Context: an optimization exercise on an open-source flow, tuned for small area. The choices shown serve that exercise and are no tape-out recipe. Function was checked by simulation only, so behaviour that the tests miss may differ from the original. Power figures rest on the tool's default switching activity, not on a simulated workload.

===== design.v =====
`default_nettype none
package pmp_pkg;
  typedef enum logic [1:0] {
    CSR_RW = 2'd0,
    CSR_RS = 2'd1,
    CSR_RC = 2'd2
  } csr_op_t;
  typedef enum logic [1:0] {
    OFF   = 2'd0,
    TOR   = 2'd1,
    NA4   = 2'd2,
    NAPOT = 2'd3
  } pmp_mode_t;
  typedef struct packed {
    logic      lock;
    logic [1:0] rsvd;
    pmp_mode_t mode;
    logic      x;
    logic      w;
    logic      r;
  } pmp_cfg_t;
  typedef logic [32-1:0] pmpcfg_word_t;
endpackage
`default_nettype wire
`timescale 1ns/1ps
`default_nettype none
module csr_regfile (
  input  logic                   clk,
  input  logic                   rst_n,
  input  logic                   csr_req,
  input  logic [12-1:0] csr_addr,
  input  pmp_pkg::csr_op_t       csr_op,
  input  logic [32-1:0]       csr_wdata,
  output logic                   csr_ack,
  output logic [32-1:0]       csr_rdata,
  output logic                   csr_invalid,
  output logic [8*8-1:0]     entry_cfg,
  output logic [32*8-1:0] entry_addr
);
  localparam int CFG_WORDS = 8 / 4;
  localparam int CFG_IDX_W = (CFG_WORDS > 1) ? $clog2(CFG_WORDS) : 1;
  logic [32-1:0]       mscratch;
  pmp_pkg::pmpcfg_word_t           pmpcfg [CFG_WORDS];
  logic [32-1:0]       pmpaddr [8];
  logic [12-1:0] cfg_off;
  logic [12-1:0] addr_off;
  logic                   is_misa;
  logic                   is_mscratch;
  logic                   is_cfg;
  logic                   is_addr;
  logic [CFG_IDX_W-1:0]   cfg_sel;
  logic [3-1:0]  addr_sel;
  logic                   op_ok;
  logic                   access_bad;
  logic                   start;
  logic [32-1:0]       old_val;
  logic [32-1:0]       new_val;
  assign start = csr_req && !csr_ack;
  always_comb begin
    cfg_off     = csr_addr - 12'h3A0;
    addr_off    = csr_addr - 12'h3B0;
    is_misa     = (csr_addr == 12'h301);
    is_mscratch = (csr_addr == 12'h340);
    is_cfg      = (cfg_off < CFG_WORDS);
    is_addr     = (addr_off < 8);
    cfg_sel     = cfg_off[CFG_IDX_W-1:0];
    addr_sel    = addr_off[3-1:0];
  end
  assign op_ok      = (csr_op == pmp_pkg::CSR_RW) || (csr_op == pmp_pkg::CSR_RS) || (csr_op == pmp_pkg::CSR_RC);
  assign access_bad = !op_ok || !(is_misa || is_mscratch || is_cfg || is_addr);
  always_comb begin
    old_val = '0;
    if (is_misa)
      old_val = 32'h4014_1100;
    else if (is_mscratch)
      old_val = mscratch;
    else if (is_cfg)
      old_val = pmpcfg[cfg_sel];
    else if (is_addr)
      old_val = pmpaddr[addr_sel];
  end
  always_comb begin
    case (csr_op)
      pmp_pkg::CSR_RW:  new_val = csr_wdata;
      pmp_pkg::CSR_RS:  new_val = old_val | csr_wdata;
      pmp_pkg::CSR_RC:  new_val = old_val & ~csr_wdata;
      default: new_val = old_val;
    endcase
  end
  always_ff @(posedge clk or negedge rst_n) begin
    if (!rst_n) begin
      csr_ack     <= 1'b0;
      csr_rdata   <= '0;
      csr_invalid <= 1'b0;
    end else if (start) begin
      csr_ack     <= 1'b1;
      csr_rdata   <= access_bad ? '0 : old_val;
      csr_invalid <= access_bad;
    end else if (!csr_req) begin
      csr_ack     <= 1'b0;
    end
  end
  always_ff @(posedge clk or negedge rst_n) begin
    if (!rst_n) begin
      mscratch <= '0;
      for (int i = 0; i < CFG_WORDS; i++) begin
        pmpcfg[i] <= '0;
      end
      for (int i = 0; i < 8; i++) begin
        pmpaddr[i] <= '0;
      end
    end else if (start && !access_bad) begin
      if (is_mscratch)
        mscratch <= new_val;
      if (is_cfg)
        pmpcfg[cfg_sel] <= new_val;
      if (is_addr)
        pmpaddr[addr_sel] <= new_val;
    end
  end
  always_comb begin
    for (int i = 0; i < 8; i++) begin
      entry_cfg[8*i +: 8]       = pmpcfg[i / 4][8 * (i % 4) +: 8];
      entry_addr[32*i +: 32] = pmpaddr[i];
    end
  end
endmodule
`default_nettype wire
`timescale 1ns/1ps
`default_nettype none
module pmp_entry (
  input  logic                 clk,
  input  logic                 rst_n,
  input  logic [34-1:0] lookup_addr,
  input  pmp_pkg::pmp_cfg_t             cfg,
  input  logic [32-1:0]     addr,
  input  logic [32-1:0]     prev_addr,
  output logic                 match,
  output logic [2:0]           perm
);
  logic [32-1:0] word_addr;
  logic [32-1:0] napot_ignore;
  logic             hit;
  assign word_addr = lookup_addr[34-1:2];
  assign napot_ignore = addr ^ (addr + 1'b1);
  always_comb begin
    case (cfg.mode)
      pmp_pkg::TOR:     hit = (word_addr >= prev_addr) && (word_addr < addr);
      pmp_pkg::NA4:     hit = (word_addr == addr);
      pmp_pkg::NAPOT:   hit = ((word_addr ^ addr) & ~napot_ignore) == '0;
      default: hit = 1'b0;
    endcase
  end
  always_ff @(posedge clk or negedge rst_n) begin
    if (!rst_n) begin
      match <= 1'b0;
      perm  <= '0;
    end else begin
      match <= hit;
      perm  <= {cfg.x, cfg.w, cfg.r};
    end
  end
endmodule
`default_nettype wire
`timescale 1ns/1ps
`default_nettype none
module pmp_match_select (
  input  logic                  clk,
  input  logic                  rst_n,
  input  logic                  lookup_valid,
  input  logic [8-1:0] entry_match,
  input  logic [3*8-1:0] entry_perm,
  output logic                  result_valid,
  output logic                  result_match,
  output logic [3-1:0] result_index,
  output logic [2:0]            result_perm
);
  logic                  valid_s1;
  logic                  any_hit;
  logic                  sel_hit;
  logic [3-1:0] hit_idx;
  always_comb begin
    any_hit = 1'b0;
    hit_idx = '0;
    for (int i = 8 - 1; i >= 0; i--) begin
      if (entry_match[i]) begin
        any_hit = 1'b1;
        hit_idx = 3'(i);
      end
    end
  end
  assign sel_hit = valid_s1 && any_hit;
  always_ff @(posedge clk or negedge rst_n) begin
    if (!rst_n) begin
      valid_s1 <= 1'b0;
    end else begin
      valid_s1 <= lookup_valid;
    end
  end
  always_ff @(posedge clk or negedge rst_n) begin
    if (!rst_n) begin
      result_valid <= 1'b0;
      result_match <= 1'b0;
      result_index <= '0;
      result_perm  <= '0;
    end else begin
      result_valid <= valid_s1;
      result_match <= sel_hit;
      result_index <= sel_hit ? hit_idx : '0;
      result_perm  <= sel_hit ? entry_perm[3*hit_idx +: 3] : '0;
    end
  end
endmodule
`default_nettype wire
`timescale 1ns/1ps
`default_nettype none
module pmp_unit (
  input  logic                   clk,
  input  logic                   rst_n,
  input  logic                   csr_req,
  input  logic [12-1:0] csr_addr,
  input  pmp_pkg::csr_op_t         csr_op,
  input  logic [32-1:0]       csr_wdata,
  output logic                   csr_ack,
  output logic [32-1:0]       csr_rdata,
  output logic                   csr_invalid,
  input  logic                   lookup_valid,
  input  logic [34-1:0]   lookup_addr,
  output logic                   result_valid,
  output logic                   result_match,
  output logic [3-1:0]  result_index,
  output logic [2:0]             result_perm
);
  logic [8*8-1:0]     entry_cfg;
  logic [32*8-1:0] entry_addr;
  logic [32*8-1:0] prev_bound;
  logic [8-1:0]       entry_match;
  logic [3*8-1:0]     entry_perm;
  csr_regfile u_regfile (
    .clk         (clk),
    .rst_n       (rst_n),
    .csr_req     (csr_req),
    .csr_addr    (csr_addr),
    .csr_op      (csr_op),
    .csr_wdata   (csr_wdata),
    .csr_ack     (csr_ack),
    .csr_rdata   (csr_rdata),
    .csr_invalid (csr_invalid),
    .entry_cfg   (entry_cfg),
    .entry_addr  (entry_addr)
  );
  for (genvar i = 0; i < 8; i++) begin : g_entry
    if (i == 0) begin : g_first
      assign prev_bound[32*i +: 32] = '0;
    end else begin : g_rest
      assign prev_bound[32*i +: 32] = entry_addr[32*(i-1) +: 32];
    end
    pmp_entry u_entry (
      .clk         (clk),
      .rst_n       (rst_n),
      .lookup_addr (lookup_addr),
      .cfg         (entry_cfg[8*i +: 8]),
      .addr        (entry_addr[32*i +: 32]),
      .prev_addr   (prev_bound[32*i +: 32]),
      .match       (entry_match[i]),
      .perm        (entry_perm[3*i +: 3])
    );
  end
  pmp_match_select u_select (
    .clk          (clk),
    .rst_n        (rst_n),
    .lookup_valid (lookup_valid),
    .entry_match  (entry_match),
    .entry_perm   (entry_perm),
    .result_valid (result_valid),
    .result_match (result_match),
    .result_index (result_index),
    .result_perm  (result_perm)
  );
endmodule
`default_nettype wire

===== run.sh =====
#!/bin/bash
# synth_recipe.tcl (not shown) runs the flow's synth.tcl, then flattens the netlist and writes it again
# the make line also repeats each setting of config.mk as NAME=value (left out here)
make -C /OpenROAD-flow-scripts/flow DESIGN_CONFIG=/design/flow/config.mk WORK_HOME=/design/flow/orfs CLKGATE_MAP_FILE= SYNTH_SCRIPT=/design/flow/synth_recipe.tcl finish

===== config.mk =====
export PLATFORM = sky130hd
export DESIGN_NAME = pmp_unit
export DESIGN_NICKNAME = pmp_unit
export VERILOG_FILES = /design/flow/design.v
export SDC_FILE = /design/flow/constraint.sdc
export NUM_CORES = 4
export LEC_CHECK = 0
export CAP_MARGIN = 20
export CORE_MARGIN = 2
export CORE_UTILIZATION = 40
export SLEW_MARGIN = 20

===== constraint.sdc =====
create_clock -name core_clock -period 4.0 [get_ports {clk}]
set_input_delay 0.8000 -clock core_clock [delete_from_list [all_inputs] [get_ports {clk}]]
set_output_delay 0.8000 -clock core_clock [all_outputs]
set_load 0.01 [all_outputs]

==> results.txt <==
STA
The maximum clock frequency is 285 MHz. The number of failing setup endpoints in the final timing report is 0. The worst slew margin relative to its limit is 43.3%. The final hold slack is 0.161 ns. The sum of negative setup slack is 0 ns. At the pin with the least slew margin, the transition time is 0.829 ns.

The number of hold-slack violations in the final timing report was 0. The maximum clock skew at final layout is 0.0297 ns. The smallest setup slack after layout is 0.494 ns.

In the finished design, the share of the clock period the worst path needs comes to 87.7%. Setup repair after global routing left no endpoint under its margin. After layout, the minimum clock period comes to 3.51 ns.

The count of pins over their slew limit came to 0.

Placed design
The post-place instance area is 32800 µm². At the end of routability-driven placement, the weighted congestion stood at 1.03. Buffers placed on the I/O ports in this run total 123. The total half-perimeter wirelength after legalization and detailed placement is 96100 µm.

The worst setup slack after placement is 0.0979 ns.

Yosys
The cell type contributing the most total cell area after synthesis is dfrtp_1. Yosys attributes the largest share of cell area to dfrtp_1 37%, ha_1 11%, o21ai_0 5.6%. The commonest register cell after synthesis is dfrtp_1. The netlist area before placement is 29000 µm².

The net count after synthesis is 3746. During synthesis, Yosys emitted a total of 5 warnings. Of all flip-flops after synthesis, the portion carrying an async set or reset was 100%. The register area share after synthesis is 36.9%. The synthesized netlist cell count is 3396. The synthesized design devotes to its leading area cell type 36.9% of total area.

A synthesized cell averages 8.53 µm². The count of cell types in the netlist is 86. The flip-flop and latch count after synthesis is 427. The number of enable flip-flop cells after synthesis is 0.

Floorplan
126 I/O pins were placed. The starting density of the core is 40.5%. The die covers 74600 µm². Measured along the x axis, the die boundary spans 273 µm.

The total area inside the core boundary comes to 71600 µm². The number of standard-cell rows in the floorplan is 98. The die boundary height is 273 µm.

CTS
The post-CTS setup repair buffer count is 0. The depth of the CTS H-tree is 2. The CTS buffer count is 50.

The number of hold buffers added after CTS is 0. The later pin in the worst-skew pair is clocked with a latency of 0.63 ns. The clock-pin slew on the worst setup and hold paths is 0.06 ns. The tree built by TritonCTS fans out to 427 sinks. Gates resized during post-CTS repair numbered 0. The CTS tree is yes.

The clock root buffer is clkbuf_16. The deepest clock path buffer count is 3.

Pwr
The proportion of power drawn by flip-flops and latches is 40.9%. The design internal power is 7.82 mW. Net switching is 26.4% of the power. For this design the static power due to leakage is 14.4 nW.

The power share of the combinational group is 12.6%. VDD sags by at most 0.287 mV. The power density of the placed cells is 307 nW/µm². The clock network burns 46.5% of the power. Power comes to 10.6 mW. The net switching power is 2.80 mW.

Global route
Entering global routing, the biggest net connects 84 pins. For this run, the total global-route usage over all layers was measured as 32.0%. The initial antenna violation count came to 1. Summed over all layers, the global routing overflow is 0.

The first global-routing pass estimated 176000 µm of wire. The via count of the first global-routing pass is 25700.

Layout
The fraction of layout cells with a size suffix above 1 is 11.1%. From synthesis to final layout, the design area changed by 19.4%. With fillers left out, the area of the finished cells amounts to 34600 µm². The number of nets in the layout is 3989.

Critical path
The start of the worst register-to-register path is u_regfile.pmpaddr[7][1]. Data arrives at the worst endpoint at 4.04 ns. The worst setup path is launched from a flip-flop. The endpoint identified for the worst register-to-register timing path is g_entry[7].u_entry.match.

The endpoint type of the worst setup path is a flip-flop. Measured in cells, the most critical reg-to-reg path has a length of 8. The critical path in this run is classified as flip-flop to flip-flop. The required time of the critical path is 4.54 ns. The largest driver fanout on the critical path is 7. The setup check on the worst reg-to-reg path leaves a slack of 0.49 ns.

Hold path
The min-delay analysis places its worst path in the category primary input to async pin.

Detailed routing
The detail route stage leaves a number of antenna-violating nets equal to 0. After detailed routing, the number of remaining DRC violations is 0. Dividing the detail-routed via count by the number of cells gives 6.02. The per-cell routed wire length is 26.0 µm. After the first detailed-routing iteration, the DRC count stood at 3217.

The first detailed-routing pass ran for 5 iterations. For this block, the routed nets add up to 121000 µm of wire. The vias after detailed routing is 27900.

Flow run
The tool flagged a number of max-cap violations equal to 0.

Outcome
The run finished with no timing, DRC or antenna violations.
metrics by stage:
step | instances | utilization, %
6_report | 4633 | 48.3
3_5_place_dp | 4537 | 45.8
5_1_grt | 4629 | 48.3
4_1_cts | 4629 | 48.3
2_1_floorplan | 3396 | -
3_3_place_gp | 4537 | 45.8
Yosys cell counts, types with 30 or more instances:
library cell	number
dfrtp_1	427
nor4_1	44
nor2_1	222
nor3_1	70
o21ai_0	324
a31oi_1	49
nand2_1	388
and4_1	30
buf_2	54
ha_1	266
nand4_1	72
inv_1	293
a21o_1	35
a221oi_1	35
clkbuf_1	110
a211oi_1	40
mux2i_1	74
nand3_1	97
a21oi_1	292
kinds of logic (layout without fill, tap and decap cells):
| group | count (synthesis) | in the layout | share of synthesized area (%) |
|---|---|---|---|
| muxes | 110 | 110 | 4.76 |
| and+or+nand+nor | 1061 | 1061 | 17.7 |
| xor gates and xnor gates | 4 | 4 | 0.121 |
| adders and majority gates | 266 | 266 | 11.5 |
| DFF | 427 | 427 | 36.9 |
| other | 0 | 4 | 0 |
| AOI/OAI and AO/OA | 1053 | 1053 | 22.5 |
| buffers and inverters | 475 | 758 | 6.57 |
sequential cells by signal, indices dropped and copies added (netlist names):
signal,cells
u_regfile.pmpaddr,256
u_regfile.pmpcfg,64
u_regfile.csr_rdata,32
u_regfile.mscratch,32
g_entry.u_entry.perm,24
g_entry.u_entry.match,8
u_select.result_index,3
u_select.result_perm,3
u_regfile.csr_ack,1
u_regfile.csr_invalid,1
u_select.result_match,1
u_select.result_valid,1
u_select.valid_s1,1
layout make-up:
type                            instances  area [µm²]
Clock buffer                           77        1560
Clock inverter                         15         205
Timing Repair Buffer                  372        3420
Multi-Input combinational cell       2494       16400
Fill cell                            6958       37000
Tap cell                              950        1190
Antenna cell                            4        10.0
Inverter                              294        1100
Sequential cell                       427       10700
per-layer routing:
layer / routed length, µm / share of wire, % / GRT usage (%) / vias up
li1: - / - / - / 12900
met1: 55100 / 46 / 46.9 / 13600
met2: 49800 / 41 / 45.7 / 1222
met3: 11400 / 9.5 / 8.28 / 169
met4: 4250 / 3.5 / 10.2 / 0
met5: 0 / 0 / 0 / -
cell usage in the layout (no fill, tap or decap), drive strengths merged, types with 15 or more instances in the layout:
master	synthesis	layout
clkdlybuf4s50	0	119
dfrtp	427	427
a21o	35	35
mux2i	74	74
a2bb2oi	21	21
buf	71	253
and4	30	30
nand3	101	101
and2	17	17
a22oi	19	19
o211ai	18	18
ha	266	266
nor4	48	48
nand2	390	390
mux4	20	20
a31oi	49	49
clkbuf	110	77
a221oi	35	35
nand4	72	72
inv	293	293
a41oi	15	15
o22ai	25	25
a211oi	40	40
a21oi	292	292
nor3	73	73
nand2b	22	22
and3	27	27
mux2	16	16
o221ai	15	15
nor2	223	223
o21ai	352	352
worst max path at each step:
stage,startpoint,slack [ns],cells after the start,to
after global routing,u_regfile.pmpaddr[7][1],0.43,8,g_entry[7].u_entry.match
after global placement,csr_addr[5],0.12,11,u_regfile.pmpaddr[7][20]
after CTS,u_regfile.pmpaddr[7][1],0.63,8,g_entry[7].u_entry.match
after detailed placement,csr_addr[5],0.1,11,u_regfile.pmpaddr[6][20]
after floorplan,csr_addr[0],1.08,9,u_regfile.mscratch[26]
final,u_regfile.pmpaddr[7][1],0.49,8,g_entry[7].u_entry.match
power groups by stage:
stage	Sequential [mW]	Clock [mW]	Combinational, mW
2_1_floorplan	4.42	0	0.598
3_3_place_gp	4.42	0	1.30
3_5_place_dp	4.42	0	1.31
4_1_cts	4.34	5.02	1.31
5_1_grt	4.34	5.18	1.44
6_report	4.34	4.95	1.34
worst max-delay path: stages, from the launching register on:
cell and delay [ns]:
dfrtp_1 0.51, ha_1 0.26, nand4_1 0.32, nor4_4 0.65
o211ai_2 0.18, a2bb2o_4 0.30, or4_1 0.62, o311ai_1 0.30
o211a_1 0.27

-- separate check: timing with driven ports --
The results above use ideal ports. As a check the final layout listed here was re-extracted and re-timed, cells and wires unchanged.
Step 1: set_driving_cell puts a clkbuf_16 on clk and a buf_2 on each other input, an assumption about the parent block.
Step 2, shift: input delay + t, output delay - t, t = (earliest + latest rising clock arrival at the registers) / 2. This alone moves slack from input paths to output paths.
Slacks: ideal / step 1 / step 2; pairs: ideal / step 1.
shift t [ns]: 0.679
slack for setup (ns): 0.494 / 0.494 / 0.041
hold slack, ns: 0.161 / 0.147 / 0.398
clock arrival spread, ns: 0.031 / 0.032
worst slew at a driven data input, ns: 0.10
After both steps setup and hold are still met in this run. The setup slack of this run moves by 0.000 ns with the drivers and by -0.453 ns with both steps.
